This design comes from an exercise in tuning for small area on the open sky130 flow, not from production work. The RTL was checked by simulation tests, not by an equivalence proof against the original design. Power is estimated from default activity; no workload was simulated. The clock port is modelled as an ideal driver; clocking choices that lean on that would not hold on a real chip.

== juniper ==
==> flow/design.v (excerpt) <==
module regfile_scoreboard
#(
    parameter int XLEN     = regfile_pkg::DEF_XLEN,
    parameter int NUM_REGS = regfile_pkg::DEF_NUM_REGS,
    localparam int NUM_READ = 2,
    localparam int AW       = $clog2(NUM_REGS)
) (
    input  logic                     clock,
    input  logic                     reset,
    input  logic [NUM_READ*AW-1:0]   rs_addr,
    output logic [NUM_READ*XLEN-1:0] rs_data,
    output logic [NUM_READ-1:0]      rs_ready,
    input  logic                     wb_en,
    input  logic [AW-1:0]            wb_addr,
    input  logic [XLEN-1:0]          wb_data,
    input  logic                     issue_en,
    input  logic [AW-1:0]            issue_addr,
    input  logic                     flush,
    output logic [NUM_REGS-1:0]      busy_vec
);
    localparam int NLO = 4;
    localparam int NHI = NUM_REGS / NLO;
    logic [(NUM_REGS-1)*XLEN-1:0] regs;    
    logic [NUM_REGS-1:1]          valid;
    logic [NUM_REGS-1:1]          busy;
    logic [NUM_REGS-1:1]          wdec;
    logic [NUM_REGS-1:1]          idec;
    logic [NLO-1:0]               wlo, ilo;
    logic [NHI-1:0]               whi, ihi;
    for (genvar l = 0; l < NLO; l++) begin : g_wilo
        assign wlo[l] = wb_en && (wb_addr[1:0] == 2'(l));
  ...
Size in the first run: about 2400 cells after synthesis, roughly 1100 flip-flops, ~160 I/O pins, roughly 42000 um2 of cells after synthesis.
==> flow/config.mk <==
export PLATFORM = sky130hd
export DESIGN_NAME = regfile_scoreboard
export DESIGN_NICKNAME = regfile_scoreboard
export VERILOG_FILES = /design/flow/design.v
export SDC_FILE = /design/flow/constraint.sdc
export NUM_CORES = 4
export LEC_CHECK = 0
export CAP_MARGIN = 20
export CORE_MARGIN = 2
export CORE_UTILIZATION = 45
export PLACE_DENSITY = 0.6
export SLEW_MARGIN = 20
export SYNTH_HIERARCHICAL = 1
==> flow/constraint.sdc <==
create_clock -name core_clock -period 10.0 [get_ports {clock}]
set_input_delay 2.0000 -clock core_clock [delete_from_list [all_inputs] [get_ports {clock}]]
set_output_delay 2.0000 -clock core_clock [all_outputs]
set_load 0.01 [all_outputs]
standard.sh (not shown) runs the stock make flow with config.mk's settings and CLKGATE_MAP_FILE= SYNTH_SCRIPT=/design/flow/synth_recipe.tcl, a recipe that flattens the netlist after the stock synthesis.
==> flow/flow/run.sh <==
#!/bin/bash
# Layout flow: the standard ORFS flow, with two changes passed to ORFS
# through its own variables:
#  - ports are buffered with the smallest buffer (buf_1) instead of ORFS's pick,
#  - the clock tree uses clkbuf_8, larger sink clusters and no dummy loads.
# Each run's full output goes to flow_make.log in this folder; ORFS's per-step
# logs are under orfs/logs/.
set -euo pipefail
export BUFFER_PORTS_ARGS="-buffer_cell sky130_fd_sc_hd__buf_1"
export CTS_ARGS="-sink_clustering_enable -repair_clock_nets -dont_use_dummy_load -buf_list {sky130_fd_sc_hd__clkbuf_8} -sink_clustering_size 19 -sink_clustering_max_diameter 60"
bash standard.sh > flow_make.log 2>&1
juniper finished every stage and its layout cleared the timing, design-rule and antenna checks.
> inputs changed (juniper -> quartz)
Settings: CAP_MARGIN: 20 -> 5; CORE_UTILIZATION: 45 -> 30; PLACE_DENSITY: 0.6 -> 0.45; SLEW_MARGIN: 20 -> 5.
==> flow/flow/run.sh <==
#!/bin/bash
# Layout flow: the standard ORFS flow, with two changes passed to ORFS
# through its own variables:
#  - ports are buffered with the smallest buffer (buf_1) instead of ORFS's pick,
#  - the clock tree uses clkbuf_16, larger sink clusters and no dummy loads.
# Each run's full output goes to flow_make.log in this folder; ORFS's per-step
# logs are under orfs/logs/.
set -euo pipefail
export BUFFER_PORTS_ARGS="-buffer_cell sky130_fd_sc_hd__buf_1"
export CTS_ARGS="-sink_clustering_enable -repair_clock_nets -dont_use_dummy_load -buf_list {sky130_fd_sc_hd__clkbuf_16} -sink_clustering_size 30 -sink_clustering_max_diameter 80"
bash standard.sh > flow_make.log 2>&1
## What came out
quartz reached the final stage; the timing, design-rule and antenna checks on its layout passed.
quartz ends up with a transition time at the pin with the least slew margin that is 0.10 ns higher than in juniper.
Sort juniper and quartz by arrival time of data at the critical path endpoint, descending, and quartz comes first.
[compare] base=juniper new=quartz: level count of the clock H-tree now sits lower, routed wire length now larger, die footprint rose 49%.
Summary: worst-case register-to-register setup slack, quartz worse than juniper
Summary — final worst-path cycle share, quartz relative to juniper: higher, by 2.6 points.
Between juniper and quartz, length of routed met2 wiring is lower for juniper, quartz comes in above that.
Inputs modified between quartz and pepper:
Settings: CORE_UTILIZATION now 45, was 30; SLEW_MARGIN now 20, was 5; CAP_MARGIN now 20, was 5; PLACE_DENSITY now 0.6, was 0.45.
-- flow/flow/run.sh --
<<< quartz, line 1
#!/bin/bash
# Layout flow: the standard ORFS flow, with two changes passed to ORFS
# through its own variables:
>>> pepper, line 1
#!/bin/bash
# Layout flow: the standard ORFS flow, with three changes passed to ORFS
# through its own variables:
[summary]
- The final layouts of pepper and quartz pass the timing, design-rule and antenna checks.
- Taking quartz as the reference, in pepper global-route usage over all layers climbed 8.3 points, period utilization down 2.1 points, post-placement setup slack went up, ratio of cells with drive above 1 in the final layout dropped 0.72 points, cell area after layout dropped about 2.2%.
- Utilization quartz -> pepper: up
- From pepper to quartz, average footprint of a synthesized cell did not move at all.
- On pepper: post-synthesis to final-layout area growth is 2.5 points lower than what quartz gave.
--- input diff pepper..maple ---
Settings: setting GPL_TIMING_DRIVEN to 0 for the first time; changing SLEW_MARGIN from 20 to 5; changing CAP_MARGIN from 20 to 5; changing PLACE_DENSITY from 0.6 to 0.45; changing CORE_UTILIZATION from 45 to 30.
-- flow/flow/run.sh --
<<< pepper, line 1
#!/bin/bash
# Layout flow: the standard ORFS flow, with three changes passed to ORFS
# through its own variables:
>>> maple, line 1
#!/bin/bash
# Layout flow: the standard ORFS flow, with two changes passed to ORFS
# through its own variables:
### Flow results
The final layouts of pepper and maple pass the timing, design-rule and antenna checks. In the reports for pepper and maple, the smaller sequential share of layout area belongs to maple. | final area | maple vs pepper | about 6% higher |. Delta(reported leakage power, maple - pepper) > 0. Compared with pepper, in maple count of state elements after synthesis barely changed; number of non-clock buffers climbed 38; relative area change from synthesis to final layout climbed 6.7 points. Looking at end point of the critical path, the rs_data[2] result is from pepper; the rs_data[59] one comes from maple.
Edits applied to the flow inputs when going from maple to cedar:
Settings: SLEW_MARGIN now 20, was 5; CORE_UTILIZATION now 45, was 30; CAP_MARGIN now 20, was 5; PLACE_DENSITY now 0.75, was 0.45; GPL_TIMING_DRIVEN no longer set, was 0.
### Flow results
Status: register-to-register setup slack parity (maple, cedar)
Between cedar and maple, it is cedar whose global-route wire length before repair is lower, by 25 mm.
Between cedar and maple, the flip-flop and latch count figures differ only marginally.
Taking maple over cedar, the clock-buffer cell count ratio works out to 1.2.
Power attributed to the clock group in cedar is about 10% below maple.
STATUS total number of vias: cedar loses against maple
Fmax | cedar vs maple | cedar slower
Post-route cell area ended up 5.6% lower on cedar than on maple.
Inputs modified between cedar and onyx:
Settings: changing CORE_UTILIZATION from 45 to 55.
==> run notes <==
onyx ends up with higher non-clock buffer count than cedar does. Comparing onyx and cedar, worst setup slack is lower on onyx. Diff cedar -> onyx | number of antenna repair diodes | increase of 1. onyx vs. cedar: met1 track demand over resource in global routing went up by 10 points. Changes observed in onyx relative to cedar: core box area saw a decrease, power saw an increase.

-- port drivers added, routing unchanged --
No port has a modelled driver above. Below, the same layouts with a new extraction and two added sets of constraints. Step 1, drivers: a clkbuf_16 drives clock and a buf_2 each remaining input, both assumed. Step 2 also shifts input and output timing later by t, the mid clock arrival at the registers, as if the neighbouring blocks saw the same clock. Slacks: no drivers / after step 1 / after step 2; pairs: no drivers / after step 1.
run	shift t [ns]	slack for setup (ns)	worst hold slack (ns)	slew at the worst register clock pin (ns)	cell pins on the clock port's net
juniper	0.775	1.887 / 1.849 / 1.849	0.506 / 0.506 / 0.506	0.12 / 0.12	1
quartz	0.759	1.624 / 1.597 / 1.597	0.499 / 0.499 / 0.499	0.12 / 0.12	1
pepper	0.698	1.835 / 1.791 / 1.791	0.500 / 0.500 / 0.500	0.11 / 0.11	1
maple	0.730	2.129 / 2.100 / 2.100	0.482 / 0.482 / 0.482	0.12 / 0.12	1
cedar	0.702	1.652 / 1.622 / 1.622	0.496 / 0.496 / 0.496	0.12 / 0.12	1
onyx	0.691	1.622 / 1.573 / 1.573	0.495 / 0.495 / 0.495	0.12 / 0.12	1
After both steps setup and hold are still met in every run listed. For onyx, which loses most, drivers alone change the setup slack by -0.049 ns; drivers and shift together by -0.049 ns.
